Context: an optimization exercise on an open-source flow, tuned for small area. The choices shown serve that exercise and are no tape-out recipe.
No functional check of the RTL was part of this run.
No activity file was given, so power comes from the tool's default toggle rates.

`flow/config.mk`:
```
export PLATFORM = sky130hd
export DESIGN_NAME = unflatten_stream
export DESIGN_NICKNAME = unflatten_stream
export VERILOG_FILES = /design/flow/design.v
export SDC_FILE = /design/flow/constraint.sdc
export NUM_CORES = 4
export LEC_CHECK = 0
export CAP_MARGIN = 20
export CORE_AREA = 5 5 715 715
export DIE_AREA = 0 0 720 720
export PLACE_DENSITY = 0.8
export SLEW_MARGIN = 20
```
`flow/constraint.sdc`:
```
create_clock -name core_clock -period 5.0 [get_ports {clk}]
set_input_delay 1.0000 -clock core_clock [delete_from_list [all_inputs] [get_ports {clk}]]
set_output_delay 1.0000 -clock core_clock [all_outputs]
set_load 0.01 [all_outputs]
```
`flow/design.v`:
```
package cnn_pkg;
  localparam int DATA_W = 16;
  localparam int COLS   = 11;
  localparam int ROWS   = 11;
endpackage
module grid_index_counter (
  input  logic clk,
  input  logic clear,
  input  logic advance,
  output logic last_idx
);
  localparam logic [6:0] IDX0 = 7'h01;   
  localparam logic [6:0] IDX1 = 7'h02;   
  localparam logic [6:0] IDXL = 7'h7f;   
  logic [6:0] idx;
  always_ff @(posedge clk) begin
    if (advance) idx <= clear ? IDX1 : {idx[5:0], idx[6] ^ idx[5]};
    else if (clear) idx <= IDX0;
  end
  assign last_idx = (idx == IDXL);
endmodule
module unflatten_stream #(
  parameter int DATA_W = cnn_pkg::DATA_W,
  parameter int COLS   = cnn_pkg::COLS,
  parameter int ROWS   = cnn_pkg::ROWS
) (
  input  logic                     clk,
  input  logic                     rst_n,
  input  logic                     start,
  input  logic                     in_valid,
  output logic                     in_ready,
  input  logic signed [DATA_W-1:0] in_data,
  input  logic                     in_last,
  output logic [COLS*ROWS*DATA_W-1:0] grid_out,
  output logic                     frame_valid,
  input  logic                     frame_ack,
  output logic                     busy,
  output logic                     len_err
);
  localparam int N  = COLS * ROWS;
  localparam int GW = N * DATA_W;
  logic fill_q;    
  logic hold_q;    
  logic accept;
  logic clear;
  logic last_idx;
  logic final_elem;
  assign in_ready    = fill_q;
  assign busy        = fill_q;
  assign frame_valid = hold_q;
  assign accept     = in_valid & fill_q;
  assign clear      = start & (~hold_q | frame_ack);
  assign final_elem = last_idx & ~start & (N != 1);
  grid_index_counter u_index (
    .clk      (clk),
    .clear    (clear),
    .advance  (accept),
    .last_idx (last_idx)
  );
  always_ff @(posedge clk or negedge rst_n) begin
    if (!rst_n) begin
      fill_q  <= 1'b0;
      hold_q  <= 1'b0;
      len_err <= 1'b0;
    end else if (fill_q) begin
      if (accept) begin
        if (final_elem) begin
          fill_q  <= 1'b0;
          hold_q  <= 1'b1;
          len_err <= len_err | ~in_last;
        end else if (in_last) begin
          fill_q  <= 1'b0;
          len_err <= 1'b1;
        end
      end
    end else if (hold_q) begin
      if (frame_ack) begin
        hold_q <= 1'b0;
        if (start) begin
          fill_q  <= 1'b1;
          len_err <= 1'b0;
        end
      end
    end else if (start) begin
      fill_q  <= 1'b1;
      len_err <= 1'b0;
    end
  end
  always_ff @(posedge clk) begin
    if (accept) grid_out <= {in_data, grid_out[GW-1:DATA_W]};
  end
endmodule
```
`flow/flow/run.sh`:
```
#!/bin/bash
# Standard layout, with the port buffers made from the smallest buffer cell and a clock
# tree of clkbuf_8 sink clusters without dummy loads.
set -euo pipefail
bash standard.sh \
  BUFFER_PORTS_ARGS="-buffer_cell sky130_fd_sc_hd__buf_1" \
  CTS_ARGS="-sink_clustering_enable -repair_clock_nets -dont_use_dummy_load -buf_list sky130_fd_sc_hd__clkbuf_8 -sink_clustering_size 20 -sink_clustering_max_diameter 60" \
  finish > standard.log 2>&1
```
`flow/standard.sh`:
```
#!/bin/bash
# synth_recipe.tcl (not shown) runs the flow's synth.tcl, then flattens the netlist and writes it again
# the make line also repeats each setting of config.mk as NAME=value (left out here)
make -C /OpenROAD-flow-scripts/flow DESIGN_CONFIG=/design/flow/config.mk WORK_HOME=/design/flow/orfs CLKGATE_MAP_FILE= SYNTH_SCRIPT=/design/flow/synth_recipe.tcl "${@:-finish}"
```
==> summary.txt <==
per-layer routing:
metal / track usage (%) / up-vias / part of all wire, %
met2: 15.8 / 2220 / 54
met5: 0 / - / 0.023
met4: 3.89 / 8 / 5.3
met3: 2.46 / 362 / 9.5
li1: - / 12300 / -
met1: 8.03 / 15600 / 31
synth_stat cells:
master,n
sky130_fd_sc_hd__inv_1,4
sky130_fd_sc_hd__edfxtp_1,1943
sky130_fd_sc_hd__and3_1,5
sky130_fd_sc_hd__nor2b_1,1
sky130_fd_sc_hd__xor2_1,1
sky130_fd_sc_hd__a31o_2,1
sky130_fd_sc_hd__nand4b_1,1
sky130_fd_sc_hd__dfrtp_1,3
sky130_fd_sc_hd__a21o_1,2
sky130_fd_sc_hd__a21oi_1,2
sky130_fd_sc_hd__o21ai_2,1
sky130_fd_sc_hd__a21oi_2,1
sky130_fd_sc_hd__nand2_1,2
sky130_fd_sc_hd__and4b_4,1
sky130_fd_sc_hd__nand3_1,2
sky130_fd_sc_hd__a2bb2oi_2,1
sky130_fd_sc_hd__and4_2,1
sky130_fd_sc_hd__inv_2,1
sky130_fd_sc_hd__buf_4,1
sky130_fd_sc_hd__o31ai_1,1
power breakdown:
part	leakage [nW]	internal [mW]	switching, mW
clock	1.11	2.75	4.88
sequential	15.0	18.9	0.546
combinational	2.75	0.305	1.41
cells in the final DEF, fill, tap and decap left out, drive strengths merged, types with 2 or more instances in the layout:
cell	n
inv	4
edfxtp	1943
a21oi	3
and3	5
dlygate4sd3	12
clkbuf	154
buf	2006
nand2	2
diode	10
nand3	2
a21o	2
dfrtp	3
registers in the layout (all words and copies together) (netlist names):
signal and count:
fill_q 1, u_index.idx 7, len_err 1, grid_out 1936
hold_q 1
cell type report:
type,count,area (um^2)
diodes,10,25.0
repair buffers,2018,7950
clock buffers,154,2120
inverters,5,45.0
multi-input cells,23,186
well taps,6681,8360
fillers,54700,425000
flip-flops and latches,1946,58400
final timing paths:
| path | startpoint | endpoint | slack [ns] | cells past startpoint |
|---|---|---|---|---|
| hold / removal | in_data[9] | grid_out[1929] | 0.25 | 1 |
| setup reg to reg | fill_q | grid_out[1085] | 2.52 | 3 |
| setup / recovery | fill_q | busy | 1.93 | 1 |
| hold reg to reg | grid_out[1494] | grid_out[1478] | 0.36 | 0 |
| max in group asynchronous | rst_n | fill_q | 3.93 | 2 |
| min in group asynchronous | rst_n | hold_q | 0.87 | 2 |
stage by stage:
stage / total power [mW] / hold WS [ns] / utilization (%) / setup WS, ns / TNS, ns
after floorplan: 20.6 / 0.499 / - / -0.753 / -1147.01
after global placement: 21.5 / 0.428 / 14.9 / 1.91 / 0
after detailed placement: 21.6 / 0.429 / 14.9 / 1.90 / 0
after CTS: 29.3 / 0.00196 / 15.4 / 1.49 / 0
after global routing: 30.1 / 0.0844 / 15.4 / 1.66 / 0
final: 28.8 / 0.247 / 15.4 / 1.93 / 0
cells by family after synthesis:
kind of cell,count (synthesis)
xor+xnor,1
flops,1946
simple gates,13
buf+inv,6
compound gates,9
==> results.tsv <==
stage	metric	value	unit
critical_path	crit_path_max_fanout	6	
final_layout	layout-drive-gt1-share	5.04	%
placed_design	routabilityCongestion	0.993	
route	wirelength	231000	um
sta	period_minus_slack	3.07	ns
sta	worst_clock_skew_on_the_final_layout	0.110	ns
placed_design	buffer_ports.inserted	1961	
route	ant_nets	0	
clock_tree	clock_latency	0.95	ns
yosys	synth_fp_nets	1997	
final_layout	design_area	0.0771	mm^2
placed_design	placedInstanceArea	0.0748	mm^2
die	die_area	0.518	mm^2
global_route	grt_overflow	0	
yosys	synth_adder_area_share	0	%
critical_path	critPathKind	reg2out	
clock_tree	tritoncts	done	
clock_tree	number_of_buffers_added_by_the_clock_tree_synthesis_step	154	
yosys	fraction_of_post_synthesis_cell_area_in_the_top_cell_type_by_area	99.5	%
critical_path	path_cells	buf_1	
clock_tree	cts_hold_repair.buffers	12	
clock_tree	clkSinkCount	1946	
route	vias_per_cell	2.82	
sta	grt_setup_unrepaired	no	
yosys	synthMuxAreaShare	0	%
clock_tree	clock_path_buffers	4	
clock_tree	cts_max_level	4	
yosys	largest_family_of_logic_cells_by_synthesized_area	simple AND/OR/NAND/NOR gates	
yosys	portion_of_the_post_synthesis_area_used_by_sequential_elements	99.7	%
placed_design	dp_hpwl	184000	um
die	floorplan.core_area	0.502	mm^2
power	powerDensity	374	mW/mm^2
sta	report.final.slew_viol_count	0	
yosys	synth_seq_cells	1946	
power	vdd.ir_drop.worst	0.000288	V
yosys	yosys.cell_types.count	20	
critical_path	slowest_stage	sky130_fd_sc_hd__buf_1	
yosys	netlist.top_cell.by_area	sky130_fd_sc_hd__edfxtp_1	
global_route	grtUsageTotal	8.26	%
die	chipWidth	720	um
sta	finalSetupViolations	0	
clock_tree	root_buffer_selected_by_cts	sky130_fd_sc_hd__clkbuf_8	
sta	worst_slew_pin_slew	1.04	ns
route	via_count	30500	
yosys	post_synthesis_simple_gate_area_fraction	0.149	%
yosys	synth_xor_area_share	0.0149	%
critical_path	startpoint_type	flop	
global_route	antenna_violations_before_repair	35	
route	route.detailed.wl_per_inst	21.3	um
critical_path	critical_path.n_buffers_inverters	1	
global_route	first_global_vias	29800	
final_layout	syn_to_final_growth	31.5	%
final_layout	number_of_non_filler_instances_in_the_completed_layout	10800	
yosys	netlist_instances	1975	
yosys	synth_compound_gate_area_share	0.126	%
yosys	synth_area_per_cell	29.7	um^2
yosys	yosys_warnings	2	
clock_tree	clk_pin_slew_worst_paths	0.10	ns
sta	maxClockFrequency	326	MHz
die	row_count	260	
min_path	worst_hold_path_type	in2reg	
status	status	complete, no violations	
final_layout	finalNetCount	4170	
placed_design	place_inst	10700	
sta	final.period_utilization	61.3	%
yosys	cell_area_synth	0.0586	mm^2
route	firstDrtPassIters	5	
critical_path	endpoint_kind	output port	
die	die_h	720	um
critical_path	crit_path_max_incr_delay	0.63	ns
clock_tree	cts_setup_buffers	0	
global_route	global_route_wire_length_before_repair	292000	um
power	p_leak	18.8	nW
die	initial_standard_cell_utilization_of_the_core	11.7	%
route	first_iter_violations	3537	
critical_path	critical_path_required	4.00	ns
clock_tree	cts-resized-gates	0	
critical_path	critical-path-top-delay-family	buffers and inverters	
route	count_of_unresolved_drc_violations_after_routing	0	
yosys	post_synth_main_area_contributors	sky130_fd_sc_hd__edfxtp_1 (100%), sky130_fd_sc_hd__dfrtp_1 (0.13%), sky130_fd_sc_hd__and3_1 (0.053%)	
global_route	grt_start_max_net_pins	172	
run	maxCapViolCount	0	
sta	slew-limit-headroom	30.5	%
die	top_level_ports	1962	
critical_path	cp_data_arrival_time	2.07	ns
sta	timing.final.hold_violations	0	

-- afterwards: timing with drivers on the ports --
In the flow no input, the clock included, has a driving cell. The finished layout below was timed again as built, in two steps. Step 1: set_driving_cell puts a clkbuf_16 on clk and a buf_2 on each other input, an assumption about the parent block. Step 2 adds t to the input delays and takes it off the output delays; t is the mean of the earliest and latest rising clock arrival at the registers after step 1. Input paths then give back, and output paths get back, about the clock's delay inside the block. a / b / c = ideal / step 1 / step 2; a / b = the first two.
t (ns): 0.977
setup slack, ns: 1.934 / 1.857 / 1.734
worst setup path after step 2: input to register
After both steps setup and hold are still met in this run. The setup slack of this run moves by -0.077 ns with the drivers and by -0.200 ns with both steps.
